Background: an optimization exercise with open tools, aiming at small area. Do not read the settings as production practice.
Only simulation tests tie the RTL to the original design; equivalence was not proved.
No activity file was given, so power comes from the tool's default toggle rates.

$ cat flow/run.sh
#!/bin/bash
# Standard ORFS layout, with two changes: an area-oriented ABC mapping script for the
# combinational logic (flip-flop mapping is untouched), and buf_1 as the port buffer.
set -euo pipefail
work=$PWD
cp -r "$FLOW_HOME/scripts" "$work/myscripts"
cp "$work/flow/abc_area.script" "$work/myscripts/abc_area.script"
export BUFFER_PORTS_ARGS="-buffer_cell sky130_fd_sc_hd__buf_1"
bash standard.sh SCRIPTS_DIR="$work/myscripts" ABC_AREA=1 finish > "$work/standard.log" 2>&1
$ cat flow/abc_area.script
strash
&get -n
&fraig -x
&put
dc2
strash
&get -n
&dch -f
&nf -R 1000
&put
$ cat standard.sh
#!/bin/bash
# synth_recipe.tcl (not shown) runs the flow's synth.tcl, then flattens the netlist and writes it again
# the make line also repeats each setting of config.mk as NAME=value (left out here)
make -C /OpenROAD-flow-scripts/flow DESIGN_CONFIG=/design/flow/config.mk WORK_HOME=/design/flow/orfs CLKGATE_MAP_FILE= SYNTH_SCRIPT=/design/flow/synth_recipe.tcl "${@:-finish}"
$ cat config.mk
export PLATFORM = sky130hd
export DESIGN_NAME = usb_bridge_top
export DESIGN_NICKNAME = usb_bridge_top
export VERILOG_FILES = /design/flow/design.v
export SDC_FILE = /design/flow/constraint.sdc
export NUM_CORES = 4
export LEC_CHECK = 0
export ABC_AREA = 1
export CAP_MARGIN = 20
export CORE_MARGIN = 2
export CORE_UTILIZATION = 40
export CTS_BUF_LIST = sky130_fd_sc_hd__clkbuf_4 sky130_fd_sc_hd__clkbuf_8
export CTS_CLUSTER_DIAMETER = 80
export CTS_CLUSTER_SIZE = 12
export SLEW_MARGIN = 20
$ cat constraint.sdc
create_clock -name core_clock -period 10.0 [get_ports {PHY_CLKOUT}]
set_input_delay 2.0000 -clock core_clock [delete_from_list [all_inputs] [get_ports {PHY_CLKOUT}]]
set_output_delay 2.0000 -clock core_clock [all_outputs]
set_load 0.01 [all_outputs]
$ cat design.v
`timescale 1ns/1ps
`default_nettype none
module byte_fifo #(
  parameter int FIFO_DEPTH = 16
) (
  input  logic                               PHY_CLKOUT,
  input  logic                               RESET_IN,
  input  logic                               push_i,       
  input  logic [7:0]                         push_data_i,
  input  logic                               pop_i,        
  output logic [7:0]                         pop_data_o,
  output logic                               full_o,
  output logic                               empty_o,
  output logic [$clog2(FIFO_DEPTH + 1)-1:0]  lvl_o,
  output logic [8*FIFO_DEPTH-1:0]            mem_o         
);
  localparam int AW = $clog2(FIFO_DEPTH);
  logic [7:0] mem [FIFO_DEPTH];
  assign empty_o    = lvl_o[AW];
  assign full_o     = (lvl_o == (AW+1)'(FIFO_DEPTH - 1));
  assign pop_data_o = mem[lvl_o[AW-1:0]];
  for (genvar i = 0; i < FIFO_DEPTH; i++) begin : g_mem_o
    assign mem_o[8*i +: 8] = mem[i];
  end
  always_ff @(posedge PHY_CLKOUT) begin
    if (push_i) begin
      mem[0] <= push_data_i;
      for (int i = 1; i < FIFO_DEPTH; i++) mem[i] <= mem[i-1];
    end
  end
  always_ff @(posedge PHY_CLKOUT) begin
    if (RESET_IN) begin
      lvl_o <= '1;
    end else if (push_i & ~pop_i) begin
      lvl_o <= lvl_o + 1'b1;
    end else if (pop_i & ~push_i) begin
      lvl_o <= lvl_o - 1'b1;
    end
  end
endmodule
`default_nettype wire
`timescale 1ns/1ps
`default_nettype none
module uart_channel #(
  parameter int CLKS_PER_BIT = 520,
  parameter int FIFO_DEPTH   = 16
) (
  input  logic         PHY_CLKOUT,
  input  logic         RESET_IN,
  input  logic         port_rx_valid,               
  input  logic [7:0]   port_rx_data,
  output logic         port_full,                   
  output logic         port_up_empty,               
  output logic [$clog2(FIFO_DEPTH + 1)-1:0] port_up_lvl,  
  input  logic         port_tx_pop,                 
  output logic [8*FIFO_DEPTH-1:0] port_up_mem,      
  output logic         uart_txd_o,
  input  logic         uart_rxd_i
);
  localparam logic [9:0] LD_BIT  = 10'h24e;
  localparam logic [9:0] LD_HALF = 10'h1bc;
  function automatic logic [9:0] lfsr_step(input logic [9:0] s);
    lfsr_step = {s[8:0], s[9] ^ s[6]};
  endfunction
  logic         down_empty;
  logic         down_pop;
  logic [7:0]   down_data;
  logic [4:0]   down_lvl;
  logic         tx_busy;
  logic [9:0]   tx_shift;                           
  logic [9:0]   tx_tmr;
  logic         tx_tick;
  byte_fifo #(.FIFO_DEPTH(FIFO_DEPTH)) down_fifo_inst (
    .PHY_CLKOUT  (PHY_CLKOUT),
    .RESET_IN    (RESET_IN),
    .push_i      (port_rx_valid & ~port_full),
    .push_data_i (port_rx_data),
    .pop_i       (down_pop),
    .pop_data_o  (down_data),
    .full_o      (port_full),
    .empty_o     (down_empty),
    .lvl_o       (down_lvl),
    .mem_o       ()
  );
  assign down_pop   = ~tx_busy & ~down_empty;
  assign tx_tick    = tx_busy & (&tx_tmr);
  assign uart_txd_o = tx_shift[0];
  always_ff @(posedge PHY_CLKOUT) begin
    tx_tmr <= (down_pop | tx_tick) ? LD_BIT : lfsr_step(tx_tmr);
  end
  always_ff @(posedge PHY_CLKOUT) begin
    if (RESET_IN) begin
      tx_busy     <= 1'b0;
      tx_shift[0] <= 1'b1;
    end else if (down_pop) begin
      tx_busy     <= 1'b1;
      tx_shift[0] <= 1'b0;
    end else if (tx_tick) begin
      if (tx_shift[9:1] == '0) begin
        tx_busy   <= 1'b0;                          
      end else begin
        tx_shift[0] <= tx_shift[1];
      end
    end
  end
  always_ff @(posedge PHY_CLKOUT) begin
    if (down_pop) begin
      tx_shift[9:1] <= {1'b1, down_data};
    end else if (tx_tick) begin
      tx_shift[9:1] <= {1'b0, tx_shift[9:2]};
    end
  end
  logic         rxd_meta;
  logic         rxd_sync;
  logic         rx_active;
  logic         rx_start;                           
  logic         rx_done;                            
  logic [9:0]   rx_tmr;
  logic         rx_tick;
  logic [8:0]   rx_shift;                           
  logic         up_full;
  always_ff @(posedge PHY_CLKOUT) begin
    if (RESET_IN) begin
      rxd_meta <= 1'b1;
      rxd_sync <= 1'b1;
    end else begin
      rxd_meta <= uart_rxd_i;
      rxd_sync <= rxd_meta;
    end
  end
  assign rx_tick = rx_active & (&rx_tmr);
  always_ff @(posedge PHY_CLKOUT) begin
    if (!rx_active) rx_tmr <= LD_HALF;
    else if (rx_tick) rx_tmr <= LD_BIT;
    else rx_tmr <= lfsr_step(rx_tmr);
  end
  always_ff @(posedge PHY_CLKOUT) begin
    if (RESET_IN) begin
      rx_active <= 1'b0;
      rx_done   <= 1'b0;
    end else begin
      rx_done <= 1'b0;
      if (!rx_active) begin
        if (!rxd_sync) rx_active <= 1'b1;
      end else if (rx_tick) begin
        if (rx_start ? rxd_sync : rx_shift[0]) begin
          rx_active <= 1'b0;                        
          rx_done   <= ~rx_start & rxd_sync;        
        end
      end
    end
  end
  always_ff @(posedge PHY_CLKOUT) begin
    if (!rx_active) begin
      rx_start <= 1'b1;
    end else if (rx_tick) begin
      rx_start <= 1'b0;
    end
  end
  always_ff @(posedge PHY_CLKOUT) begin
    if (rx_active & rx_tick & rx_start) begin
      rx_shift <= 9'h100;
    end else if (rx_active & rx_tick & ~rx_shift[0]) begin
      rx_shift <= {rxd_sync, rx_shift[8:1]};        
    end
  end
  byte_fifo #(.FIFO_DEPTH(FIFO_DEPTH)) up_fifo_inst (
    .PHY_CLKOUT  (PHY_CLKOUT),
    .RESET_IN    (RESET_IN),
    .push_i      (rx_done & ~up_full),              
    .push_data_i (rx_shift[8:1]),
    .pop_i       (port_tx_pop),
    .pop_data_o  (),
    .full_o      (up_full),
    .empty_o     (port_up_empty),
    .lvl_o       (port_up_lvl),
    .mem_o       (port_up_mem)
  );
endmodule
`default_nettype wire
`timescale 1ns/1ps
`default_nettype none
module gpio_endpoint (
  input  logic                 PHY_CLKOUT,
  input  logic                 RESET_IN,
  input  logic                 byte_valid_i,
  input  logic [7:0]           byte_data_i,
  input  logic                 byte_last_i,
  output logic [9:0]           parallel_o
);
  logic [7:0] prev_byte;                            
  always_ff @(posedge PHY_CLKOUT) begin
    if (RESET_IN) begin
      prev_byte  <= '0;
      parallel_o <= '0;
    end else if (byte_valid_i) begin
      if (byte_last_i) begin
        parallel_o <= {byte_data_i[1:0], prev_byte};
        prev_byte  <= '0;                           
      end else begin
        prev_byte <= byte_data_i;
      end
    end
  end
endmodule
`default_nettype wire
`timescale 1ns/1ps
`default_nettype none
module usb_ep_arbiter #(
  parameter int MAX_PKT_BYTES = 8,
  parameter int CNT_W         = 5                   
) (
  input  logic                 PHY_CLKOUT,
  input  logic                 RESET_IN,
  input  logic                 usb_rx_valid_i,
  input  logic [7:0]           usb_rx_data_i,
  input  logic [3:0]           usb_rx_endpt_i,
  input  logic                 usb_rx_last_i,
  output logic                 usb_rx_ready_o,
  output logic                 usb_tx_valid_o,
  output logic [7:0]           usb_tx_data_o,
  output logic [3:0]           usb_tx_endpt_o,
  output logic                 usb_tx_last_o,
  input  logic                 usb_tx_pop_i,
  output logic [2:0]           uart_rx_valid_o,
  output logic [7:0]           uart_rx_data_o,
  input  logic [2:0]           uart_full_i,
  input  logic [2:0]           uart_up_empty_i,
  input  logic [3*CNT_W-1:0]   uart_up_lvl_i,       
  output logic [2:0]           uart_tx_pop_o,
  input  logic [3*128-1:0]     uart_up_mem_i,       
  output logic                 gpio_valid_o,
  output logic [7:0]           gpio_data_o,
  output logic                 gpio_last_o
);
  localparam int LW = $clog2(MAX_PKT_BYTES);       
  logic [2:0]       uart_hit;
  logic             tx_active;
  logic [1:0]       grant_idx;                      
  logic [1:0]       rr_ptr;
  logic [LW-1:0]    remaining;                      
  logic             pick_found;
  logic [1:0]       pick_idx;
  logic [CNT_W-1:0] pick_lvl;
  logic [LW-1:0]    pick_len;
  assign uart_rx_data_o = usb_rx_data_i;
  for (genvar g = 0; g < 3; g++) begin : g_port
    assign uart_hit[g]        = (usb_rx_endpt_i == 4'(5 + g));
    assign uart_rx_valid_o[g] = usb_rx_valid_i & uart_hit[g];
    assign uart_tx_pop_o[g]   = usb_tx_pop_i & tx_active & (grant_idx == 2'(g));
  end
  assign usb_rx_ready_o = ~|(uart_hit & uart_full_i);
  assign gpio_valid_o = usb_rx_valid_i & (usb_rx_endpt_i == 4'h8);
  assign gpio_data_o  = usb_rx_data_i;
  assign gpio_last_o  = usb_rx_last_i;
  assign rr_ptr = (grant_idx == 2'd2) ? 2'd0 : grant_idx + 1'b1;
  always_comb begin
    logic [2:0] has;
    has = ~uart_up_empty_i;
    pick_found = |has;
    case (rr_ptr)
      2'd1:    pick_idx = has[1] ? 2'd1 : has[2] ? 2'd2 : 2'd0;
      2'd2:    pick_idx = has[2] ? 2'd2 : has[0] ? 2'd0 : 2'd1;
      default: pick_idx = has[0] ? 2'd0 : has[1] ? 2'd1 : 2'd2;
    endcase
    case (pick_idx)
      2'd1:    pick_lvl = uart_up_lvl_i[CNT_W +: CNT_W];
      2'd2:    pick_lvl = uart_up_lvl_i[2*CNT_W +: CNT_W];
      default: pick_lvl = uart_up_lvl_i[0 +: CNT_W];
    endcase
    pick_len = (pick_lvl >= CNT_W'(MAX_PKT_BYTES - 1)) ? LW'(MAX_PKT_BYTES - 1) : pick_lvl[LW-1:0];
  end
  always_ff @(posedge PHY_CLKOUT) begin
    if (RESET_IN) begin
      tx_active <= 1'b0;
      grant_idx <= 2'd2;
    end else if (!tx_active) begin
      if (pick_found) begin
        tx_active <= 1'b1;
        grant_idx <= pick_idx;
      end
    end else if (usb_tx_pop_i) begin
      if (remaining == '0) begin
        tx_active <= 1'b0;                          
      end
    end
  end
  always_ff @(posedge PHY_CLKOUT) begin
    if (!tx_active) begin
      remaining <= pick_len;                        
    end else if (usb_tx_pop_i) begin
      remaining <= remaining - 1'b1;
    end
  end
  assign usb_tx_valid_o = tx_active;
  always_comb begin
    usb_tx_data_o = '0;
    for (int k = 0; k < 3; k++)
      for (int i = 0; i < 16; i++)
        if (grant_idx == 2'(k) && uart_up_lvl_i[k*CNT_W +: 4] == 4'(i))
          usb_tx_data_o = usb_tx_data_o | uart_up_mem_i[k*128 + 8*i +: 8];
  end
  assign usb_tx_endpt_o = {2'b01, grant_idx != 2'd0, grant_idx != 2'd1};
  assign usb_tx_last_o  = (remaining == '0);
endmodule
`default_nettype wire
`timescale 1ns/1ps
`default_nettype none
module usb_bridge_top #(
  parameter int CLKS_PER_BIT  = 520,                
  parameter int FIFO_DEPTH    = 16,
  parameter int MAX_PKT_BYTES = 8
) (
  input  logic                                PHY_CLKOUT,
  input  logic                                RESET_IN,
  input  logic                                usb_rx_valid_i,
  input  logic [7:0]                          usb_rx_data_i,
  input  logic [3:0]                          usb_rx_endpt_i,
  input  logic                                usb_rx_last_i,
  output logic                                usb_rx_ready_o,
  output logic                                usb_tx_valid_o,
  output logic [7:0]                          usb_tx_data_o,
  output logic [3:0]                          usb_tx_endpt_o,
  output logic                                usb_tx_last_o,
  input  logic                                usb_tx_pop_i,
  output logic [2:0]                          usb_uart_txd_o,
  input  logic [2:0]                          usb_uart_rxd_i,
  output logic [9:0]                          usb_parallel_o
);
  localparam int NUM_UART = 3;
  localparam int CNT_W    = $clog2(FIFO_DEPTH + 1);
  logic                 gpio_valid;
  logic [7:0]           gpio_data;
  logic                 gpio_last;
  logic [NUM_UART-1:0]       port_rx_valid;
  logic [7:0]                port_rx_data;
  logic [NUM_UART-1:0]       port_full;
  logic [NUM_UART-1:0]       port_up_empty;
  logic [NUM_UART*CNT_W-1:0] port_up_lvl;
  logic [NUM_UART-1:0]       port_tx_pop;
  logic [NUM_UART*128-1:0]   port_up_mem;
  usb_ep_arbiter #(
    .MAX_PKT_BYTES (MAX_PKT_BYTES),
    .CNT_W         (CNT_W)
  ) usb_ep_arbiter_inst (
    .PHY_CLKOUT      (PHY_CLKOUT),
    .RESET_IN        (RESET_IN),
    .usb_rx_valid_i  (usb_rx_valid_i),
    .usb_rx_data_i   (usb_rx_data_i),
    .usb_rx_endpt_i  (usb_rx_endpt_i),
    .usb_rx_last_i   (usb_rx_last_i),
    .usb_rx_ready_o  (usb_rx_ready_o),
    .usb_tx_valid_o  (usb_tx_valid_o),
    .usb_tx_data_o   (usb_tx_data_o),
    .usb_tx_endpt_o  (usb_tx_endpt_o),
    .usb_tx_last_o   (usb_tx_last_o),
    .usb_tx_pop_i    (usb_tx_pop_i),
    .uart_rx_valid_o (port_rx_valid),
    .uart_rx_data_o  (port_rx_data),
    .uart_full_i     (port_full),
    .uart_up_empty_i (port_up_empty),
    .uart_up_lvl_i   (port_up_lvl),
    .uart_tx_pop_o   (port_tx_pop),
    .uart_up_mem_i   (port_up_mem),
    .gpio_valid_o    (gpio_valid),
    .gpio_data_o     (gpio_data),
    .gpio_last_o     (gpio_last)
  );
  gpio_endpoint gpio_endpoint_inst (
    .PHY_CLKOUT   (PHY_CLKOUT),
    .RESET_IN     (RESET_IN),
    .byte_valid_i (gpio_valid),
    .byte_data_i  (gpio_data),
    .byte_last_i  (gpio_last),
    .parallel_o   (usb_parallel_o)
  );
  for (genvar g = 0; g < NUM_UART; g++) begin : g_uart
    uart_channel #(
      .CLKS_PER_BIT (CLKS_PER_BIT),
      .FIFO_DEPTH   (FIFO_DEPTH)
    ) uart_channel_inst (
      .PHY_CLKOUT    (PHY_CLKOUT),
      .RESET_IN      (RESET_IN),
      .port_rx_valid (port_rx_valid[g]),
      .port_rx_data  (port_rx_data),
      .port_full     (port_full[g]),
      .port_up_empty (port_up_empty[g]),
      .port_up_lvl   (port_up_lvl[g*CNT_W +: CNT_W]),
      .port_tx_pop   (port_tx_pop[g]),
      .port_up_mem   (port_up_mem[g*128 +: 128]),
      .uart_txd_o    (usb_uart_txd_o[g]),
      .uart_rxd_i    (usb_uart_rxd_i[g])
    );
  end
endmodule
`default_nettype wire
==> metrics.csv, run 1 <==
metric;value;unit
status;no timing/DRC/antenna violations;
register area share after synthesis;78.43;%
CP max stage delay;0.67;ns
I/O Buffers;45;
Crit path top cell by count;nand4_1;
clock sink total;957;
Seq cells post-synth;957;
Worst Path Arrival;4.04;ns
CP startpoint kind;register;
fillers;7554;
initial antenna violation count;4;
r2r setup slk;5.64;ns
Detail Placement HPWL;55870;um
site row count;107;
Longest Clk Path Bufs;3;
total number of vias;21054;
hold crit path type;reg -> reg;
pwr dens;180.5;nW/um^2
Critical Path RT;8.00;ns
Pwr Total;6.925;mW
Final nets;2358;
final clock skew;0.04505;ns
Final Hold Fails;0;
yosys warns;5;
WS Path Type;reg -> out;
root buffer cell;clkbuf_8;
largest net degree at the start of global routing;91;
LEAKAGE;12.19;nW
Setup Fix Bufs, Post-CTS;0;
Hold Path End;g_uart[0].uart_channel_inst.rxd_sync;
pre-CTS setup slack;4.829;ns
layout cell share with drive strength beyond 1;9.302;%
wire per inst;24.69;um
hold path start;g_uart[0].uart_channel_inst.rxd_meta;
R2R cell count;14;
Post-route DRC;0;
vias in the first global route;20370;
Yosys cell types;43;
worst relative slew slack;22.54;%
CTS tree;done;
Bufs and invs on worst path;2;
Sw Ratio;20.82;%
mean area per synthesized cell;16.26;um^2
chip width;298.0;um
post-DR vias/cell;5.997;
clock network power share;34.5;%
gp weighted congestion;0.9259;
family with the most delay on the worst path;simple AND/OR/NAND/NOR gates;
insertion delay to the later sink of the worst-skew pair;0.74;ns
CP max stage cell;nor2_1;
Inserted Clock Buffers;90;
placed insts;3356;
starting DRC count in detailed routing;3369;
post_cts resized;0;
peak supply drop;0.1134;mV
CTS H-Tree Depth;3;
final period utilization;60.38;%
Post-Route WL;86690;um
Mapped Nets;2180;
Reg clk slew, reported paths;0.09;ns
fin cells;3511;
Post-Syn Instances;2126;
hold path cells;1;
Placeable Area;85410;um^2
Worst Path Max Fanout;8;
hold_buf cts;0;
internal power;5.483;mW
Fin Setup TNS;0;ns
combinational share of power;1.9;%
GRT overflow;0;
power share of the sequential group;63.6;%
RSZ-0062 raised after global routing;false;
Setup WS post-layout;3.962;ns
critical-path cell list;nor2b_1 -> clkinv_1 -> or3_1 -> nor2_1 -> a22o_1 -> a21oi_1 -> nand4_1 -> a221oi_1 -> nand4_1 -> a211oi_1 -> nand4_1 -> buf_1;
max-cap viol count;0;
initial cell density of the core;40.48;%
Final Setup Violations;0;
IO Pins;48;
Syn Std Cell Area;34570;um^2
critical path capture point type;output pin;
Die Y;298.0;um
Fmax;0.1656;GHz
Least-Margin Pin Slew;1.158;ns
full die area;88800;um^2
First-pass DRT Iterations;10;
synthesis-to-layout area growth;11.00;%
first-pass GRT wire length;129200;um
Final min period;6.038;ns
Routed Antenna Nets;0;
P_sw;1.442;mW
fin. max-slew vios;0;
total global-route track usage;19.06;%
## synth_stat cells
cell type	instances	area (um^2)
xor2_1	8	70.07
xnor2_1	3	26.28
nand2_1	124	465.5
nand3b_1	7	52.55
a21oi_1	99	495.5
and2_0	22	137.6
dfxtp_1	162	3243
nor3_1	43	215.2
a22oi_1	79	593.1
o22a_1	13	113.9
conb_1	2	7.510
clkinv_1	40	150.1
a221oi_1	47	411.6
nor2_1	172	645.6
nor2b_1	11	68.82
o31ai_1	2	15.01
edfxtp_1	795	23870
buf_4	5	37.54
nand3_1	32	160.2
mux2i_1	2	20.02
and3_1	2	12.51
o31a_1	3	26.28
or2_0	9	56.30
nand4_1	62	387.9
or3_1	15	93.84
nand2b_1	36	225.2
a211oi_1	12	90.09
a2111oi_0	2	17.52
a21o_1	12	90.09
a222oi_1	149	1491
o21ai_0	54	270.3
a31oi_1	7	43.79
fa_1	6	120.1
o211a_1	1	10.01
nor3b_1	1	7.510
nor4b_1	1	8.760
o41ai_1	1	8.760
a211o_1	6	52.55
and4_1	7	61.31
nor4_1	19	118.9
mux2_1	3	33.78
a22o_1	22	192.7
ha_1	28	350.3
## power groups by stage
stage / sequential [mW] / clock [mW] / combinational (mW)
2_1_floorplan: 4.48 / 0 / 0.0906
3_3_place_gp: 4.49 / 0 / 0.126
3_5_place_dp: 4.49 / 0 / 0.134
4_1_cts: 4.40 / 2.46 / 0.133
5_1_grt: 4.41 / 2.60 / 0.149
6_report: 4.40 / 2.39 / 0.132
## cell type report
class / count / area, um^2 / area share [%]
antenna: 2 / 5.005 / 0.01304
sequential: 957 / 27120 / 70.66
multi-input combinational: 1124 / 7386 / 19.25
tap: 1144 / 1431 / 3.730
timing repair buffer: 91 / 519.2 / 1.353
inverter: 40 / 150.1 / 0.3913
clock inverter: 9 / 116.4 / 0.3032
clock buffer: 144 / 1650 / 4.301
## layer usage
layer  vias up  GRT usage (%)  part of all wire, %
li1       9127              -                    -
met2      1218          29.19                   45
met5         -              0                0.028
met3       173          4.543                   11
met1     10532          26.97                   41
met4         4          5.887                  2.9
## sequential cells by signal, indices dropped and copies added (netlist names), 8 cells and up
| name | flops |
|---|---|
| g_uart.uart_channel_inst.tx_tmr | 30 |
| g_uart.uart_channel_inst.tx_shift | 30 |
| g_uart.uart_channel_inst.rx_shift | 27 |
| g_uart.uart_channel_inst.up_fifo_inst.mem | 384 |
| gpio_endpoint_inst.prev_byte | 8 |
| g_uart.uart_channel_inst.down_fifo_inst.mem | 384 |
| g_uart.uart_channel_inst.up_fifo_inst.lvl_o | 15 |
| g_uart.uart_channel_inst.down_fifo_inst.lvl_o | 15 |
| gpio_endpoint_inst.parallel_o | 10 |
| g_uart.uart_channel_inst.rx_tmr | 30 |
## cell usage in the layout (no fill, tap or decap), drive strengths merged, types with 43 or more instances in the layout
cell type  count
a21oi         99
edfxtp       795
clkinv        44
o21ai         54
dfxtp        162
nor2         172
buf           91
nand2        124
nand4         62
clkbuf       144
a22oi         79
a222oi       149
nor3          43
a221oi        47
## through the flow
step | hold WS [ns] | util (%) | instance area (um^2)
global placement | 0.4029 | 42.82 | 36580
finish | 0.4228 | 44.93 | 38370
global route | 0.4405 | 44.93 | 38370
floorplan | 0.3909 | - | 34580
CTS | 0.4299 | 44.91 | 38360
detailed placement | 0.4107 | 42.84 | 36590
## logic make-up (layout without fill, tap and decap cells)
kind of cell / count (synthesis) / in the layout / share of synthesized area, %
AO/OA/AOI/OAI: 509 / 509 / 11.35
XOR/XNOR: 11 / 11 / 0.2787
adder cells (fa/ha/maj): 34 / 34 / 1.361
buffers and inverters: 45 / 284 / 0.5429
flip-flops: 957 / 957 / 78.43
multiplexers: 5 / 5 / 0.1556
other: 2 / 4 / 0.02172
AND/OR/NAND/NOR: 563 / 563 / 7.861
## worst max-delay path by stage
stage          cells after the start                to  slack (ns)                              from
3_5_place_dp                      12  usb_tx_data_o[5]        4.83  usb_ep_arbiter_inst.grant_idx[0]
6_report                          12  usb_tx_data_o[5]        3.96  usb_ep_arbiter_inst.grant_idx[0]
2_1_floorplan                     11          register        0.20                 usb_rx_endpt_i[2]
5_1_grt                           12  usb_tx_data_o[5]        3.76  usb_ep_arbiter_inst.grant_idx[0]
3_3_place_gp                      12  usb_tx_data_o[5]        4.99  usb_ep_arbiter_inst.grant_idx[0]
4_1_cts                           12  usb_tx_data_o[5]        4.01  usb_ep_arbiter_inst.grant_idx[0]
==> inputs of run 2 (changes only) <==
==> flow/run.sh (replaced) <==
#!/bin/bash
# Standard ORFS layout, with three changes: an area-oriented ABC mapping script for the
# combinational logic (flip-flop mapping is untouched), buf_1 as the port buffer, and
# clock tree synthesis arguments from flow/cts_args.txt (small clock buffers, no dummy loads).
set -euo pipefail
work=$PWD
cp -r "$FLOW_HOME/scripts" "$work/myscripts"
cp "$work/flow/abc_area.script" "$work/myscripts/abc_area.script"
export BUFFER_PORTS_ARGS="-buffer_cell sky130_fd_sc_hd__buf_1"
export CTS_ARGS="$(cat "$work/flow/cts_args.txt")"
bash standard.sh SCRIPTS_DIR="$work/myscripts" ABC_AREA=1 finish > "$work/standard.log" 2>&1
==> flow/cts_args.txt (new file) <==
-sink_clustering_enable -repair_clock_nets -sink_clustering_size 12 -sink_clustering_max_diameter 80 -buf_list {sky130_fd_sc_hd__clkbuf_4 sky130_fd_sc_hd__clkbuf_8} -dont_use_dummy_load
--- a/config.mk
+++ b/config.mk
@@ -9,7 +9,4 @@
 export CAP_MARGIN = 20
 export CORE_MARGIN = 2
 export CORE_UTILIZATION = 40
-export CTS_BUF_LIST = sky130_fd_sc_hd__clkbuf_4 sky130_fd_sc_hd__clkbuf_8
-export CTS_CLUSTER_DIAMETER = 80
-export CTS_CLUSTER_SIZE = 12
 export SLEW_MARGIN = 20
==> metrics.csv, run 2 <==
metric;value;unit;change
largest net degree at the start of global routing;91;;unchanged
Synth area leaders;edfxtp_1 69%, dfxtp_1 9.4%, a222oi_1 4.3%, nor2_1 1.9%, a22oi_1 1.7%;;
total number of vias;20909;;-0.69%
clock sink total;957;;unchanged
synthesis-to-layout area growth;9.471;%;
Cell Area, Placed;36590;um^2;unchanged
count leader, synth;edfxtp_1;;
Pwr Total;6.560;mW;-5.3%
final instance area;37850;um^2;-1.4%
hold path cells;0;;-1
yosys warns;5;;unchanged
Setup WS post-layout;4.051;ns;+0.08909 ns
status;no timing/DRC/antenna violations;;
RSZ-0062 raised after global routing;false;;
initial cell density of the core;40.48;%;unchanged
Routed Antenna Nets;0;;unchanged
hold crit path type;reg -> reg;;
Critical Path RT;8.00;ns;about the same
worst relative slew slack;22.99;%;+0.45 points
worst hold slack;0.4077;ns;-0.01503 ns
Final Setup Violations;0;;unchanged
synth cell count leaders;795 x edfxtp_1, 172 x nor2_1, 162 x dfxtp_1;;
Synth area leader;edfxtp_1;;
LEAKAGE;11.89;nW;-2.5%
initial antenna violation count;4;;unchanged
most frequent cells in the layout;795 x edfxtp_1, 171 x nor2_1, 162 x dfxtp_1, 149 x a222oi_1, 124 x nand2_1;;
Fin Setup TNS;0;ns;unchanged
critical path capture point type;output pin;;
insertion delay to the later sink of the worst-skew pair;0.73;ns;about the same
wire per inst;25.01;um;+1.3%
pre-CTS setup slack;4.829;ns;unchanged
hold_buf cts;0;;unchanged
Final nets;2358;;unchanged
First-pass DRT Iterations;6;;-4
Async SR Flop Fraction;0;%;unchanged
Inserted Clock Buffers;90;;unchanged
Mapped Nets;2180;;unchanged
placed insts;3356;;unchanged
vias in the first global route;20316;;-0.27%
Post-Route WL;86240;um;-0.51%
CTS tree;done;;
Setup Fix Bufs, Post-CTS;0;;unchanged
first-pass GRT wire length;128500;um;-0.58%
Reg clk slew, reported paths;0.09;ns;about the same
gp weighted congestion;0.9259;;unchanged
Worst Path Max Fanout;8;;unchanged
WS Path Type;reg -> out;;
Post-synth EDFFs;795;;unchanged
Yosys top cell area share;69.05;%;unchanged
starting DRC count in detailed routing;3541;;+5.1%
CP max stage cell;nor2_1;;
max-cap viol count;0;;unchanged
biggest regs;g_uart.uart_channel_inst.down_fifo_inst.mem x384, g_uart.uart_channel_inst.up_fifo_inst.mem x384;;
IO Pins;48;;unchanged
CTS H-Tree Depth;3;;unchanged
Final min period;5.949;ns;-0.08909 ns
post_cts resized;0;;unchanged
final period utilization;59.49;%;-0.89 points
fin cells;3448;;-1.8%
peak supply drop;0.1093;mV;-3.6%
Post-Syn Instances;2126;;unchanged
final clock skew;0.07377;ns;+0.02872 ns
CP max stage delay;0.67;ns;about the same
register area share after synthesis;78.43;%;unchanged
Worst Path Arrival;3.95;ns;-0.09 ns
mean area per synthesized cell;16.26;um^2;unchanged
fin. max-slew vios;0;;unchanged
pwr dens;173.3;nW/um^2;-3.9%
Detail Placement HPWL;55870;um;unchanged
chip width;298.0;um;unchanged
r2r setup slk;5.68;ns;+0.04 ns
total global-route track usage;18.95;%;-0.11 points
site row count;107;;unchanged
Bufs and invs on worst path;2;;unchanged
Longest Clk Path Bufs;3;;unchanged
R2R cell count;14;;unchanged
CP startpoint kind;register;;
GRT overflow;0;;unchanged
fillers;7564;;+0.13%
Yosys cell types;43;;unchanged
Least-Margin Pin Slew;1.151;ns;-0.006751 ns
full die area;88800;um^2;unchanged
Post-route DRC;0;;unchanged
Syn Std Cell Area;34570;um^2;unchanged
Die Y;298.0;um;unchanged
critical-path cell list;nor2b_1 -> clkinv_1 -> or3_1 -> nor2_1 -> a22o_1 -> a21oi_1 -> nand4_1 -> a221oi_1 -> nand4_1 -> a211oi_1 -> nand4_1 -> buf_1;;
Fmax;0.1681;GHz;+1.5%
family with the most delay on the worst path;simple AND/OR/NAND/NOR gates;;
Crit path top cell by count;nand4_1;;
Placeable Area;85410;um^2;unchanged
Synth Flop Type;edfxtp_1;;
post-DR vias/cell;6.064;;+1.1%
root buffer cell;clkbuf_8;;
I/O Buffers;45;;unchanged
Final Hold Fails;0;;unchanged
layout cell share with drive strength beyond 1;6.820;%;-2.5 points
commonest non-fill, non-tap cell in the layout;edfxtp_1;;
Util after Layout;44.31;%;-0.62 points
Seq cells post-synth;957;;unchanged
## run 2: cell types whose count changed in the layout (fill, tap and decap cells not counted)
| cell | change |
|---|---|
| clkbuf_4 | -53 |
| clkinv_8 | -3 |
| clkinvlp_4 | -2 |
| inv_6 | -2 |
| bufinv_16 | -1 |
| clkbuf_8 | -1 |
| clkinv_2 | -1 |
## run 2: area by class of cell
type	count	area (um^2)	area share, %
repair buffers	91	519.2	1.372
clock buffers	90	1239	3.273
multi-input cells	1124	7386	19.52
well taps	1144	1431	3.782
inverters	40	150.1	0.3967
diodes	2	5.005	0.01322
flip-flops and latches	957	27120	71.65
## run 2: where the power goes
part | internal, mW | total, mW | switching, mW | leakage [nW]
registers | 4.35 | 4.40 | 0.0530 | 8.59
clock network | 0.801 | 2.03 | 1.22 | 0.647
logic | 0.0568 | 0.132 | 0.0751 | 2.65
## run 2: worst max path at each step
stage	from	to	slack [ns]	cells past startpoint
after floorplan	usb_rx_endpt_i[2]	register	0.20	11
after global placement	usb_ep_arbiter_inst.grant_idx[0]	usb_tx_data_o[5]	4.99	12
after detailed placement	usb_ep_arbiter_inst.grant_idx[0]	usb_tx_data_o[5]	4.83	12
after CTS	usb_ep_arbiter_inst.grant_idx[0]	usb_tx_data_o[5]	4.05	12
after global routing	usb_ep_arbiter_inst.grant_idx[0]	usb_tx_data_o[5]	3.80	12
final	usb_ep_arbiter_inst.grant_idx[0]	usb_tx_data_o[5]	4.05	12
## run 2: cell families (layout without fill, tap and decap cells)
logic type               count (synthesis)  count (layout)  synth area share (%)
buffers and inverters                   45             221                0.5429
adder cells (fa/ha/maj)                 34              34                 1.361
AND/OR/NAND/NOR                        563             563                 7.861
XOR/XNOR                                11              11                0.2787
flip-flops                             957             957                 78.43
AO/OA/AOI/OAI                          509             509                 11.35
multiplexers                             5               5                0.1556
other                                    2               4               0.02172
## run 2: layer usage
layer	up-vias	part of all wire, %	global-route usage, %
li1	9059	-	-
met1	10478	41	26.85
met2	1190	45	28.90
met3	178	11	4.514
met4	4	2.8	6.042
met5	-	0.028	0
==> inputs of run 3 (changes only) <==
--- a/config.mk
+++ b/config.mk
@@ -6,7 +6,7 @@
 export NUM_CORES = 4
 export LEC_CHECK = 0
 export ABC_AREA = 1
-export CAP_MARGIN = 20
+export CAP_MARGIN = 0
 export CORE_MARGIN = 2
 export CORE_UTILIZATION = 40
-export SLEW_MARGIN = 20
+export SLEW_MARGIN = 0
==> metrics.csv, run 3 <==
metric;value;unit;change
chip width;298.0;um;unchanged
Crit path top cell by count;nand4_1;;
CTS tree;done;;
LEAKAGE;11.87;nW;-0.14%
Post-synth EDFFs;795;;unchanged
synth cell count leaders;795 x edfxtp_1, 172 x nor2_1, 162 x dfxtp_1;;
site row count;107;;unchanged
post-DR vias/cell;6.056;;-0.13%
most frequent cells in the layout;795 x edfxtp_1, 171 x nor2_1, 162 x dfxtp_1, 149 x a222oi_1, 124 x nand2_1;;
clock sink total;957;;unchanged
biggest regs;g_uart.uart_channel_inst.down_fifo_inst.mem x384, g_uart.uart_channel_inst.up_fifo_inst.mem x384;;
Post-route DRC;0;;unchanged
r2r setup slk;5.72;ns;+0.04 ns
Mapped Nets;2180;;unchanged
largest net degree at the start of global routing;91;;unchanged
worst hold slack;0.3646;ns;-0.04313 ns
total number of vias;20887;;-0.11%
IO Pins;48;;unchanged
total global-route track usage;18.84;%;-0.12 points
status;no timing/DRC/antenna violations;;
final period utilization;60.37;%;+0.88 points
hold crit path type;reg -> reg;;
initial cell density of the core;40.48;%;unchanged
Synth area leader;edfxtp_1;;
worst relative slew slack;18.09;%;-4.9 points
CP max stage cell;nor2_1;;
pre-CTS setup slack;4.800;ns;-0.02864 ns
yosys warns;5;;unchanged
RSZ-0062 raised after global routing;false;;
synthesis-to-layout area growth;9.406;%;about the same
Worst Path Arrival;4.04;ns;+0.09 ns
Yosys top cell area share;69.05;%;unchanged
Inserted Clock Buffers;90;;unchanged
Syn Std Cell Area;34570;um^2;unchanged
commonest non-fill, non-tap cell in the layout;edfxtp_1;;
Synth area leaders;edfxtp_1 69%, dfxtp_1 9.4%, a222oi_1 4.3%, nor2_1 1.9%, a22oi_1 1.7%;;
Post-Syn Instances;2126;;unchanged
full die area;88800;um^2;unchanged
Placeable Area;85410;um^2;unchanged
Setup Fix Bufs, Post-CTS;0;;unchanged
max-cap viol count;0;;unchanged
post_cts resized;0;;unchanged
hold_buf cts;0;;unchanged
critical-path cell list;nor2b_1 -> clkinv_1 -> or3_1 -> nor2_1 -> a22o_1 -> a21oi_1 -> nand4_1 -> a221oi_1 -> nand4_1 -> a211oi_1 -> nand4_1 -> buf_1;;
Final Setup Violations;0;;unchanged
gp weighted congestion;0.9259;;unchanged
first-pass GRT wire length;128200;um;-0.17%
GRT overflow;0;;unchanged
wire per inst;24.93;um;-0.34%
I/O Buffers;45;;unchanged
Final min period;6.037;ns;+0.08770 ns
Worst Path Max Fanout;8;;unchanged
vias in the first global route;20336;;+0.098%
count leader, synth;edfxtp_1;;
root buffer cell;clkbuf_8;;
First-pass DRT Iterations;8;;+2
insertion delay to the later sink of the worst-skew pair;0.75;ns;+0.02 ns
Pwr Total;6.558;mW;about the same
Reg clk slew, reported paths;0.08;ns;about the same
Final Hold Fails;0;;unchanged
initial antenna violation count;5;;+1
Least-Margin Pin Slew;1.217;ns;+0.06652 ns
pwr dens;173.4;nW/um^2;about the same
Fin Setup TNS;0;ns;unchanged
peak supply drop;0.09682;mV;-11%
WS Path Type;reg -> out;;
Setup WS post-layout;3.963;ns;-0.08770 ns
Critical Path RT;8.00;ns;about the same
mean area per synthesized cell;16.26;um^2;unchanged
fin. max-slew vios;0;;unchanged
CP max stage delay;0.68;ns;about the same
critical path capture point type;output pin;;
Seq cells post-synth;957;;unchanged
starting DRC count in detailed routing;3499;;-1.2%
CTS H-Tree Depth;3;;unchanged
layout cell share with drive strength beyond 1;6.733;%;-0.087 points
register area share after synthesis;78.43;%;unchanged
Routed Antenna Nets;0;;unchanged
Longest Clk Path Bufs;3;;unchanged
Final nets;2358;;unchanged
Fmax;0.1656;GHz;-1.5%
Async SR Flop Fraction;0;%;unchanged
Die Y;298.0;um;unchanged
final clock skew;0.1144;ns;+0.04060 ns
CP startpoint kind;register;;
Detail Placement HPWL;55730;um;-0.25%
Synth Flop Type;edfxtp_1;;
Post-Route WL;85980;um;-0.31%
Yosys cell types;43;;unchanged
==> run 3: cell counts after synthesis <==
Identical to the previous run, type by type.
==> run 3: stage by stage <==
step / std cells / utilization [%] / instance area, um^2
2_1_floorplan: 2126 / - / 34580
3_3_place_gp: 3356 / 42.82 / 36580
3_5_place_dp: 3356 / 42.82 / 36580
4_1_cts: 3446 / 44.27 / 37820
5_1_grt: 3448 / 44.28 / 37820
6_report: 3449 / 44.28 / 37820
==> run 3: area by class of cell <==
type | count | area [um^2]
fill | 7525 | 47590
inverter | 40 | 150.1
clock buffer | 90 | 1239
multi-input combinational | 1124 | 7365
sequential | 957 | 27120
tap | 1144 | 1431
antenna | 3 | 7.507
timing repair buffer | 91 | 515.5
==> run 3: logic make-up after synthesis <==
kind of cell / synth area share (%)
xor+xnor: 0.2787
other cells: 0.02172
compound gates: 11.35
fa+ha+maj: 1.361
mux: 0.1556
flops: 78.43
buf+inv: 0.5429
simple gates: 7.861
==> run 3: final timing paths <==
path / cells after the start / from / end
setup reg to reg: 14 / register / register
hold / removal: 0 / register / register
hold reg to reg: 0 / register / register
setup / recovery: 12 / usb_ep_arbiter_inst.grant_idx[0] / usb_tx_data_o[5]
==> run 3: where the power goes <==
group          switching (mW)  leakage (nW)  total, mW  internal [mW]
Combinational          0.0739          2.63      0.131         0.0567
Clock                    1.22         0.647       2.02          0.801
Sequential             0.0527          8.59       4.40           4.35
==> run 3: worst max-delay path: cells and delay by family, from the launching register on <==
family / cells / cell delay (ns)
AOI/OAI and AO/OA: 4 / 0.44
buffers and inverters: 2 / 0.38
DFF: 1 / 0.38
and+or+nand+nor: 6 / 2.16
==> run 3: per-layer routing <==
metal	vias to the layer above	global-route usage [%]	routed length (um)
met5	-	0	24
met4	4	5.767	2339
met3	167	4.412	9528
met2	1174	28.93	39010
met1	10472	26.65	35070
li1	9070	-	-
==> inputs of run 4 (changes only) <==
--- a/design.v
+++ b/design.v
@@ -14,10 +14,16 @@
   output logic [$clog2(FIFO_DEPTH + 1)-1:0]  lvl_o,
   output logic [8*FIFO_DEPTH-1:0]            mem_o         
 );
-  localparam int AW = $clog2(FIFO_DEPTH);
+  localparam int AW   = (FIFO_DEPTH > 1) ? $clog2(FIFO_DEPTH) : 1;
+  localparam int QW   = $clog2(FIFO_DEPTH + 1);
+  localparam bit POW2 = ((1 << AW) == FIFO_DEPTH) && (QW == AW + 1);
   logic [7:0] mem [FIFO_DEPTH];
-  assign empty_o    = lvl_o[AW];
-  assign full_o     = (lvl_o == (AW+1)'(FIFO_DEPTH - 1));
+  if (POW2) begin : g_empty_pow2
+    assign empty_o = lvl_o[QW-1];
+  end else begin : g_empty_any
+    assign empty_o = &lvl_o;
+  end
+  assign full_o     = (lvl_o == QW'(FIFO_DEPTH - 1));
   assign pop_data_o = mem[lvl_o[AW-1:0]];
   for (genvar i = 0; i < FIFO_DEPTH; i++) begin : g_mem_o
     assign mem_o[8*i +: 8] = mem[i];
@@ -57,18 +63,31 @@
   output logic         uart_txd_o,
   input  logic         uart_rxd_i
 );
-  localparam logic [9:0] LD_BIT  = 10'h24e;
-  localparam logic [9:0] LD_HALF = 10'h1bc;
-  function automatic logic [9:0] lfsr_step(input logic [9:0] s);
-    lfsr_step = {s[8:0], s[9] ^ s[6]};
-  endfunction
+  localparam int QW = $clog2(FIFO_DEPTH + 1);
+  localparam bit USE_LFSR = (CLKS_PER_BIT == 520);
+  localparam int TW       = USE_LFSR ? 10 : $clog2(CLKS_PER_BIT);
+  localparam logic [TW-1:0] LD_BIT  = USE_LFSR ? TW'(10'h24e) : TW'(CLKS_PER_BIT - 1);
+  localparam logic [TW-1:0] LD_HALF = USE_LFSR ? TW'(10'h1bc) : TW'(CLKS_PER_BIT / 2 - 1);
+  if (USE_LFSR) begin : g_lfsr
+    assign tx_tmr_step = {tx_tmr[8:0], tx_tmr[9] ^ tx_tmr[6]};
+    assign rx_tmr_step = {rx_tmr[8:0], rx_tmr[9] ^ rx_tmr[6]};
+    assign tx_tmr_end  = &tx_tmr;
+    assign rx_tmr_end  = &rx_tmr;
+  end else begin : g_count
+    assign tx_tmr_step = tx_tmr - 1'b1;
+    assign rx_tmr_step = rx_tmr - 1'b1;
+    assign tx_tmr_end  = (tx_tmr == '0);
+    assign rx_tmr_end  = (rx_tmr == '0);
+  end
   logic         down_empty;
   logic         down_pop;
   logic [7:0]   down_data;
-  logic [4:0]   down_lvl;
+  logic [QW-1:0] down_lvl;
   logic         tx_busy;
   logic [9:0]   tx_shift;                           
-  logic [9:0]   tx_tmr;
+  logic [TW-1:0] tx_tmr;
+  logic [TW-1:0] tx_tmr_step;
+  logic          tx_tmr_end;
   logic         tx_tick;
   byte_fifo #(.FIFO_DEPTH(FIFO_DEPTH)) down_fifo_inst (
     .PHY_CLKOUT  (PHY_CLKOUT),
@@ -83,10 +102,10 @@
     .mem_o       ()
   );
   assign down_pop   = ~tx_busy & ~down_empty;
-  assign tx_tick    = tx_busy & (&tx_tmr);
+  assign tx_tick    = tx_busy & tx_tmr_end;
   assign uart_txd_o = tx_shift[0];
   always_ff @(posedge PHY_CLKOUT) begin
-    tx_tmr <= (down_pop | tx_tick) ? LD_BIT : lfsr_step(tx_tmr);
+    tx_tmr <= (down_pop | tx_tick) ? LD_BIT : tx_tmr_step;
   end
   always_ff @(posedge PHY_CLKOUT) begin
     if (RESET_IN) begin
@@ -115,7 +134,9 @@
   logic         rx_active;
   logic         rx_start;                           
   logic         rx_done;                            
-  logic [9:0]   rx_tmr;
+  logic [TW-1:0] rx_tmr;
+  logic [TW-1:0] rx_tmr_step;
+  logic          rx_tmr_end;
   logic         rx_tick;
   logic [8:0]   rx_shift;                           
   logic         up_full;
@@ -128,11 +149,11 @@
       rxd_sync <= rxd_meta;
     end
   end
-  assign rx_tick = rx_active & (&rx_tmr);
+  assign rx_tick = rx_active & rx_tmr_end;
   always_ff @(posedge PHY_CLKOUT) begin
     if (!rx_active) rx_tmr <= LD_HALF;
     else if (rx_tick) rx_tmr <= LD_BIT;
-    else rx_tmr <= lfsr_step(rx_tmr);
+    else rx_tmr <= rx_tmr_step;
   end
   always_ff @(posedge PHY_CLKOUT) begin
     if (RESET_IN) begin
@@ -208,6 +229,7 @@
 `default_nettype none
 module usb_ep_arbiter #(
   parameter int MAX_PKT_BYTES = 8,
+  parameter int FIFO_DEPTH    = 16,
   parameter int CNT_W         = 5                   
 ) (
   input  logic                 PHY_CLKOUT,
@@ -228,12 +250,14 @@
   input  logic [2:0]           uart_up_empty_i,
   input  logic [3*CNT_W-1:0]   uart_up_lvl_i,       
   output logic [2:0]           uart_tx_pop_o,
-  input  logic [3*128-1:0]     uart_up_mem_i,       
+  input  logic [3*8*FIFO_DEPTH-1:0] uart_up_mem_i,  
   output logic                 gpio_valid_o,
   output logic [7:0]           gpio_data_o,
   output logic                 gpio_last_o
 );
-  localparam int LW = $clog2(MAX_PKT_BYTES);       
+  localparam int LW = (MAX_PKT_BYTES > 1) ? $clog2(MAX_PKT_BYTES) : 1;  
+  localparam int AW = (FIFO_DEPTH > 1) ? $clog2(FIFO_DEPTH) : 1;
+  localparam int MAX_LVL = (MAX_PKT_BYTES - 1 < FIFO_DEPTH - 1) ? MAX_PKT_BYTES - 1 : FIFO_DEPTH - 1;
   logic [2:0]       uart_hit;
   logic             tx_active;
   logic [1:0]       grant_idx;                      
@@ -268,7 +292,7 @@
       2'd2:    pick_lvl = uart_up_lvl_i[2*CNT_W +: CNT_W];
       default: pick_lvl = uart_up_lvl_i[0 +: CNT_W];
     endcase
-    pick_len = (pick_lvl >= CNT_W'(MAX_PKT_BYTES - 1)) ? LW'(MAX_PKT_BYTES - 1) : pick_lvl[LW-1:0];
+    pick_len = (pick_lvl >= CNT_W'(MAX_LVL)) ? LW'(MAX_LVL) : LW'(pick_lvl);
   end
   always_ff @(posedge PHY_CLKOUT) begin
     if (RESET_IN) begin
@@ -296,9 +320,9 @@
   always_comb begin
     usb_tx_data_o = '0;
     for (int k = 0; k < 3; k++)
-      for (int i = 0; i < 16; i++)
-        if (grant_idx == 2'(k) && uart_up_lvl_i[k*CNT_W +: 4] == 4'(i))
-          usb_tx_data_o = usb_tx_data_o | uart_up_mem_i[k*128 + 8*i +: 8];
+      for (int i = 0; i < FIFO_DEPTH; i++)
+        if (grant_idx == 2'(k) && uart_up_lvl_i[k*CNT_W +: AW] == AW'(i))
+          usb_tx_data_o = usb_tx_data_o | uart_up_mem_i[(k*FIFO_DEPTH + i)*8 +: 8];
   end
   assign usb_tx_endpt_o = {2'b01, grant_idx != 2'd0, grant_idx != 2'd1};
   assign usb_tx_last_o  = (remaining == '0);
@@ -338,9 +362,10 @@
   logic [NUM_UART-1:0]       port_up_empty;
   logic [NUM_UART*CNT_W-1:0] port_up_lvl;
   logic [NUM_UART-1:0]       port_tx_pop;
-  logic [NUM_UART*128-1:0]   port_up_mem;
+  logic [NUM_UART*8*FIFO_DEPTH-1:0] port_up_mem;
   usb_ep_arbiter #(
     .MAX_PKT_BYTES (MAX_PKT_BYTES),
+    .FIFO_DEPTH    (FIFO_DEPTH),
     .CNT_W         (CNT_W)
   ) usb_ep_arbiter_inst (
     .PHY_CLKOUT      (PHY_CLKOUT),
@@ -387,7 +412,7 @@
       .port_up_empty (port_up_empty[g]),
       .port_up_lvl   (port_up_lvl[g*CNT_W +: CNT_W]),
       .port_tx_pop   (port_tx_pop[g]),
-      .port_up_mem   (port_up_mem[g*128 +: 128]),
+      .port_up_mem   (port_up_mem[g*8*FIFO_DEPTH +: 8*FIFO_DEPTH]),
       .uart_txd_o    (usb_uart_txd_o[g]),
       .uart_rxd_i    (usb_uart_rxd_i[g])
     );
==> flow/cts_args.txt (replaced) <==
-sink_clustering_enable -repair_clock_nets -sink_clustering_size 16 -sink_clustering_max_diameter 80 -buf_list {sky130_fd_sc_hd__clkbuf_4 sky130_fd_sc_hd__clkbuf_8} -dont_use_dummy_load
--- a/config.mk
+++ b/config.mk
@@ -6,7 +6,7 @@
 export NUM_CORES = 4
 export LEC_CHECK = 0
 export ABC_AREA = 1
-export CAP_MARGIN = 0
+export CAP_MARGIN = 20
 export CORE_MARGIN = 2
 export CORE_UTILIZATION = 40
-export SLEW_MARGIN = 0
+export SLEW_MARGIN = 20
==> metrics.csv, run 4 <==
metric;value;unit;change
final period utilization;59.99;%;-0.38 points
biggest regs;g_uart.uart_channel_inst.down_fifo_inst.mem x384, g_uart.uart_channel_inst.up_fifo_inst.mem x384;;
layout cell share with drive strength beyond 1;6.253;%;-0.48 points
Sw Ratio;20.65;%;+0.061 points
xor and xnor area share after synthesis;0.2784;%;-0.00028 points
initial antenna violation count;5;;unchanged
Reg clk slew, reported paths;0.11;ns;+0.03 ns
peak supply drop;0.1004;mV;+3.7%
Least-Margin Pin Slew;1.206;ns;-0.01163 ns
worst relative slew slack;19.32;%;+1.2 points
insertion delay to the later sink of the worst-skew pair;0.70;ns;-0.05 ns
CP startpoint kind;register;;
root buffer cell;clkbuf_8;;
Post-route DRC;0;;unchanged
power share of the sequential group;69.3;%;+2.2 points
vias in the first global route;20121;;-1.1%
IO Pins;48;;unchanged
LEAKAGE;11.82;nW;-0.46%
Placeable Area;85410;um^2;unchanged
total global-route track usage;18.68;%;-0.15 points
fin. max-slew vios;0;;unchanged
Final Hold Fails;0;;unchanged
Seq cells post-synth;957;;unchanged
Mapped Nets;2191;;+0.50%
pre-CTS setup slack;4.555;ns;-0.2446 ns
most frequent cells in the layout;795 x edfxtp_1, 173 x nor2_1, 162 x dfxtp_1, 147 x a222oi_1, 123 x nand2_1;;
post_cts resized;0;;unchanged
Setup Fix Bufs, Post-CTS;0;;unchanged
total number of vias;20696;;-0.91%
Die Y;298.1;um;about the same
Async SR Flop Fraction;0;%;unchanged
CTS tree;done;;
internal power;5.040;mW;-3.2%
hold crit path type;reg -> reg;;
Util after Layout;44.04;%;-0.24 points
worst hold slack;0.4071;ns;+0.04251 ns
GRT overflow;0;;unchanged
full die area;88890;um^2;+0.10%
Fmax;0.1667;GHz;+0.63%
post-DR vias/cell;6.030;;-0.42%
combinational share of power;2.1;%;about the same
status;no timing/DRC/antenna violations;;
Detail Placement HPWL;53970;um;-3.2%
hold_buf cts;0;;unchanged
Worst Path Arrival;4.00;ns;-0.04 ns
Synth Area in Compound Gates;11.37;%;+0.025 points
Synth Flop Type;edfxtp_1;;
post-synthesis adder-cell area fraction;1.359;%;-0.0014 points
WS Path Type;reg -> out;;
synthesis-to-layout area growth;8.699;%;
Final nets;2343;;-0.64%
Critical Path RT;8.00;ns;about the same
wire per inst;24.83;um;-0.38%
starting DRC count in detailed routing;3278;;-6.3%
P_sw;1.311;mW;-2.9%
Syn Std Cell Area;34610;um^2;+0.10%
Worst Path Max Fanout;8;;unchanged
I/O Buffers;45;;unchanged
max-cap viol count;0;;unchanged
mean area per synthesized cell;16.19;um^2;-0.41%
Post-Route WL;85230;um;-0.87%
clock sink total;957;;unchanged
Final min period;5.999;ns;-0.03803 ns
area of the multi-input gates;7460;um^2;+1.3%
gp weighted congestion;0.8573;;-7.4%
critical path capture point type;output pin;;
site row count;107;;unchanged
final clock skew;0.09945;ns;-0.01492 ns
pwr dens;168.8;nW/um^2;-2.6%
Inserted Clock Buffers;70;;-22%
initial cell density of the core;40.52;%;+0.041 points
synth cell count leaders;795 x edfxtp_1, 182 x nor2_1, 162 x dfxtp_1;;
FF+latch area;27120;um^2;unchanged
Synth area leaders;edfxtp_1 69%, dfxtp_1 9.4%, a222oi_1 4.3%, nor2_1 2.0%, a22oi_1 1.9%;;
final instance area;37620;um^2;-0.55%
largest net degree at the start of global routing;97;;+6.6%
post-synthesis mux area share;0.2133;%;+0.058 points
Setup WS post-layout;4.001;ns;+0.03803 ns
register area share after synthesis;78.35;%;-0.079 points
first-pass GRT wire length;127200;um;-0.82%
Post-Synth Simple-Gate Area;7.871;%;+0.010 points
Post-synth EDFFs;795;;unchanged
commonest non-fill, non-tap cell in the layout;edfxtp_1;;
RSZ-0062 raised after global routing;false;;
Cell Area, Placed;36590;um^2;about the same
fillers;7588;;+0.84%
largest family of logic cells by synthesized area;compound AO/OA/AOI/OAI gates;;
Final Setup Violations;0;;unchanged
clock network power share;28.6;%;-2.3 points
Synth area leader;edfxtp_1;;
yosys warns;5;;unchanged
First-pass DRT Iterations;9;;+1
CTS H-Tree Depth;3;;unchanged
Fin Setup TNS;0;ns;unchanged
Yosys top cell area share;68.98;%;-0.070 points
Post-Syn Instances;2137;;+0.52%
Longest Clk Path Bufs;3;;unchanged
Yosys cell types;46;;+7.0%
Routed Antenna Nets;0;;unchanged
chip width;298.1;um;about the same
count leader, synth;edfxtp_1;;
## run 4: cells by family (layout without fill, tap and decap cells)
logic type	after synthesis	after routing
buffers and inverters	44	194
other	2	3
muxes	7	7
and+or+nand+nor	569	569
DFF	957	957
AOI/OAI and AO/OA	513	513
adders and majority gates	34	34
xor gates and xnor gates	11	11
## run 4: metal layers
metal | up-vias | routed length (um) | GRT usage (%)
met5 | - | 10 | 0
met4 | 2 | 2746 | 6.365
met3 | 169 | 9156 | 4.616
met2 | 1121 | 38530 | 28.70
met1 | 10380 | 34790 | 25.99
li1 | 9024 | - | -
## run 4: final timing paths
check | from | end | slack [ns] | cells past startpoint
worst max register to register | register | register | 6.35 | 12
worst max-delay path | usb_ep_arbiter_inst.grant_idx[0] | usb_tx_data_o[3] | 4.00 | 10
worst min-delay path | g_uart[2].uart_channel_inst.up_fifo_inst.mem[9][1] | register | 0.41 | 0
worst min register to register | g_uart[2].uart_channel_inst.up_fifo_inst.mem[9][1] | register | 0.41 | 0
## run 4: power groups by stage
stage | logic (mW) | registers (mW) | clock network, mW
6_report | 0.131 | 4.40 | 1.82
3_5_place_dp | 0.133 | 4.49 | 0
4_1_cts | 0.132 | 4.40 | 1.88
5_1_grt | 0.147 | 4.42 | 2.01
2_1_floorplan | 0.0920 | 4.48 | 0
3_3_place_gp | 0.126 | 4.49 | 0
## run 4: critical path, cell delays in order, from the launching register on
cell and delay (ns):
dfxtp_1 0.40, nor2b_1 0.38, clkinv_1 0.16, or3_1 0.41
nor2_1 0.92, a221o_1 0.29, a221oi_1 0.08, nand4_1 0.29
nor3_1 0.09, nand4_1 0.11, buf_1 0.17
## run 4: metrics by stage
| step | cells | total power [mW] |
|---|---|---|
| CTS | 3429 | 6.418 |
| detailed placement | 3359 | 4.625 |
| global route | 3432 | 6.569 |
| global placement | 3359 | 4.615 |
| floorplan | 2137 | 4.570 |
| finish | 3432 | 6.351 |
## run 4: cell type report
type	instances	share of cell area (%)
tap	1144	3.805
antenna	1	0.006652
clock buffer	70	2.561
inverter	39	0.3892
multi-input combinational	1136	19.83
timing repair buffer	85	1.324
sequential	957	72.08
==> inputs of run 5 (changes only) <==
==> flow/cts_args.txt (replaced) <==
-sink_clustering_enable -repair_clock_nets -sink_clustering_size 20 -sink_clustering_max_diameter 50 -buf_list {sky130_fd_sc_hd__clkbuf_4 sky130_fd_sc_hd__clkbuf_8} -dont_use_dummy_load
==> metrics.csv, run 5 <==
metric;value;unit;change
CTS H-Tree Depth;3;;unchanged
Longest Clk Path Bufs;3;;unchanged
worst relative slew slack;18.71;%;-0.61 points
wire per inst;24.70;um;-0.53%
Async SR Flop Fraction;0;%;unchanged
P_sw;1.343;mW;+2.4%
combinational share of power;2.0;%;about the same
clock sink total;957;;unchanged
chip width;298.1;um;unchanged
Worst Path Max Fanout;8;;unchanged
root buffer cell;clkbuf_8;;
post-DR vias/cell;6.042;;+0.20%
largest net degree at the start of global routing;97;;unchanged
IO Pins;48;;unchanged
biggest regs;g_uart.uart_channel_inst.down_fifo_inst.mem x384, g_uart.uart_channel_inst.up_fifo_inst.mem x384;;
mean area per synthesized cell;16.19;um^2;unchanged
Die Y;298.1;um;unchanged
Setup Fix Bufs, Post-CTS;0;;unchanged
Post-Route WL;85380;um;+0.17%
I/O Buffers;45;;unchanged
register area share after synthesis;78.35;%;unchanged
Mapped Nets;2191;;unchanged
Detail Placement HPWL;53970;um;unchanged
max-cap viol count;0;;unchanged
gp weighted congestion;0.8573;;unchanged
layout cell share with drive strength beyond 1;7.226;%;+0.97 points
GRT overflow;0;;unchanged
internal power;5.227;mW;+3.7%
commonest non-fill, non-tap cell in the layout;edfxtp_1;;
synthesis-to-layout area growth;9.617;%;
pwr dens;173.2;nW/um^2;+2.6%
initial cell density of the core;40.52;%;unchanged
clock network power share;31.0;%;+2.4 points
Final nets;2367;;+1.0%
Post-route DRC;0;;unchanged
peak supply drop;0.1057;mV;+5.2%
Synth Flop Type;edfxtp_1;;
RSZ-0062 raised after global routing;false;;
Synth area leader;edfxtp_1;;
Post-synth EDFFs;795;;unchanged
final clock skew;0.1659;ns;+0.06642 ns
Sw Ratio;20.44;%;-0.21 points
status;no timing/DRC/antenna violations;;
power share of the sequential group;67.1;%;-2.2 points
Routed Antenna Nets;0;;unchanged
insertion delay to the later sink of the worst-skew pair;0.78;ns;+0.08 ns
WS Path Type;reg -> out;;
CTS tree;done;;
total number of vias;20882;;+0.90%
First-pass DRT Iterations;8;;-1
Worst Path Arrival;3.95;ns;-0.05 ns
site row count;107;;unchanged
Syn Std Cell Area;34610;um^2;unchanged
CP startpoint kind;register;;
synth cell count leaders;795 x edfxtp_1, 182 x nor2_1, 162 x dfxtp_1;;
hold_buf cts;0;;unchanged
Yosys cell types;46;;unchanged
Fmax;0.1680;GHz;+0.78%
LEAKAGE;11.99;nW;+1.4%
Final Hold Fails;0;;unchanged
fin. max-slew vios;0;;unchanged
final period utilization;59.53;%;-0.46 points
Final Setup Violations;0;;unchanged
Fin Setup TNS;0;ns;unchanged
Yosys top cell area share;68.98;%;unchanged
Least-Margin Pin Slew;1.215;ns;+0.009150 ns
Reg clk slew, reported paths;0.12;ns;about the same
yosys warns;5;;unchanged
Util after Layout;44.41;%;+0.37 points
Inserted Clock Buffers;92;;+31%
full die area;88890;um^2;unchanged
critical path capture point type;output pin;;
total global-route track usage;18.71;%;+0.030 points
Placeable Area;85410;um^2;unchanged
initial antenna violation count;3;;-2
Final min period;5.953;ns;-0.04639 ns
Critical Path RT;8.00;ns;about the same
starting DRC count in detailed routing;3252;;-0.79%
Pwr Total;6.570;mW;+3.5%
first-pass GRT wire length;127400;um;+0.20%
Post-Syn Instances;2137;;unchanged
Seq cells post-synth;957;;unchanged
post_cts resized;0;;unchanged
Synth area leaders;edfxtp_1 69%, dfxtp_1 9.4%, a222oi_1 4.3%, nor2_1 2.0%, a22oi_1 1.9%;;
vias in the first global route;20350;;+1.1%
count leader, synth;edfxtp_1;;
most frequent cells in the layout;795 x edfxtp_1, 173 x nor2_1, 162 x dfxtp_1, 147 x a222oi_1, 123 x nand2_1;;
hold crit path type;reg -> reg;;
run 5: cell count changes in the layout (fill, tap and decap cells not counted):
| cell | previous run | this run |
|---|---|---|
| buf_4 | 35 | 37 |
| clkbuf_8 | 70 | 92 |
run 5: critical path, stage by stage, from the launching register on:
cell and delay, ns:
dfxtp_1 0.38, nor2b_1 0.39, clkinv_1 0.15, or3_1 0.41, nor2_1 0.94, a221o_1 0.29
a221oi_1 0.08, nand4_1 0.29, nor3_1 0.09, nand4_1 0.12, buf_1 0.17
run 5: worst paths after layout:
kind	start	cells after the start	slack [ns]	end
setup / recovery	usb_ep_arbiter_inst.grant_idx[0]	10	4.05	usb_tx_data_o[3]
hold / removal	g_uart[1].uart_channel_inst.up_fifo_inst.mem[8][3]	0	0.33	g_uart[1].uart_channel_inst.up_fifo_inst.mem[9][3]
setup reg to reg	register	12	6.33	register
hold reg to reg	g_uart[1].uart_channel_inst.up_fifo_inst.mem[8][3]	0	0.33	g_uart[1].uart_channel_inst.up_fifo_inst.mem[9][3]
run 5: stage by stage:
| step | cells | hold WS (ns) | worst slack (ns) | instance area, um^2 |
|---|---|---|---|---|
| after floorplan | 2137 | 0.3909 | 0.07246 | 34610 |
| after global placement | 3359 | 0.4138 | 4.654 | 36560 |
| after detailed placement | 3359 | 0.4108 | 4.555 | 36590 |
| after CTS | 3451 | 0.3162 | 4.129 | 37850 |
| after global routing | 3456 | 0.3314 | 3.870 | 37940 |
| final | 3456 | 0.3313 | 4.047 | 37940 |
run 5: cell families after synthesis:
group,synth area share [%]
AO/OA/AOI/OAI,11.37
XOR/XNOR,0.2784
adder cells (fa/ha/maj),1.359
buffers and inverters,0.5315
flip-flops,78.35
multiplexers,0.2133
other,0.02170
AND/OR/NAND/NOR,7.871
run 5: cell type report:
class,instances,area (um^2)
well taps,1144,1431
flip-flops and latches,957,27120
clock buffers,92,1266
inverters,39,146.4
fillers,7565,47480
repair buffers,87,513.0
multi-input cells,1136,7460
diodes,1,2.502
run 5: metal layers:
metal	vias to the layer above	routed length, um	GRT usage [%]
li1	9073	-	-
met1	10470	35230	26.01
met2	1164	38540	28.77
met3	173	8904	4.594
met4	2	2701	6.437
met5	-	10	0
run 5: power groups by stage:
stage	clock network, mW	registers [mW]	logic (mW)
after global routing	2.24	4.42	0.146
final	2.03	4.41	0.131
after global placement	0	4.49	0.126
after CTS	2.10	4.41	0.132
after detailed placement	0	4.49	0.133
after floorplan	0	4.48	0.0920

## port drivers added, routing unchanged
In the flow no input, the clock included, has a driving cell. The finished layouts below were timed again as built, in two steps.
Step 1, drivers: a clkbuf_16 drives PHY_CLKOUT and a buf_2 each remaining input, both assumed.
Step 2 also shifts input and output timing later by t, the mid clock arrival at the registers, as if the neighbouring blocks saw the same clock.
Slacks: no drivers / after step 1 / after step 2; pairs: no drivers / after step 1.
run | t (ns) | slack for setup (ns) | hold slack, ns
run 1 | 0.772 | 3.962 / 3.900 / 4.672 | 0.423 / 0.423 / 0.423
run 2 | 0.741 | 4.051 / 3.989 / 4.730 | 0.408 / 0.408 / 0.408
run 3 | 0.751 | 3.963 / 3.903 / 4.654 | 0.365 / 0.365 / 0.365
run 4 | 0.708 | 4.001 / 3.942 / 4.650 | 0.407 / 0.407 / 0.407
run 5 | 0.755 | 4.047 / 3.989 / 4.724 | 0.331 / 0.331 / 0.331
After both steps every run listed still meets setup and hold.
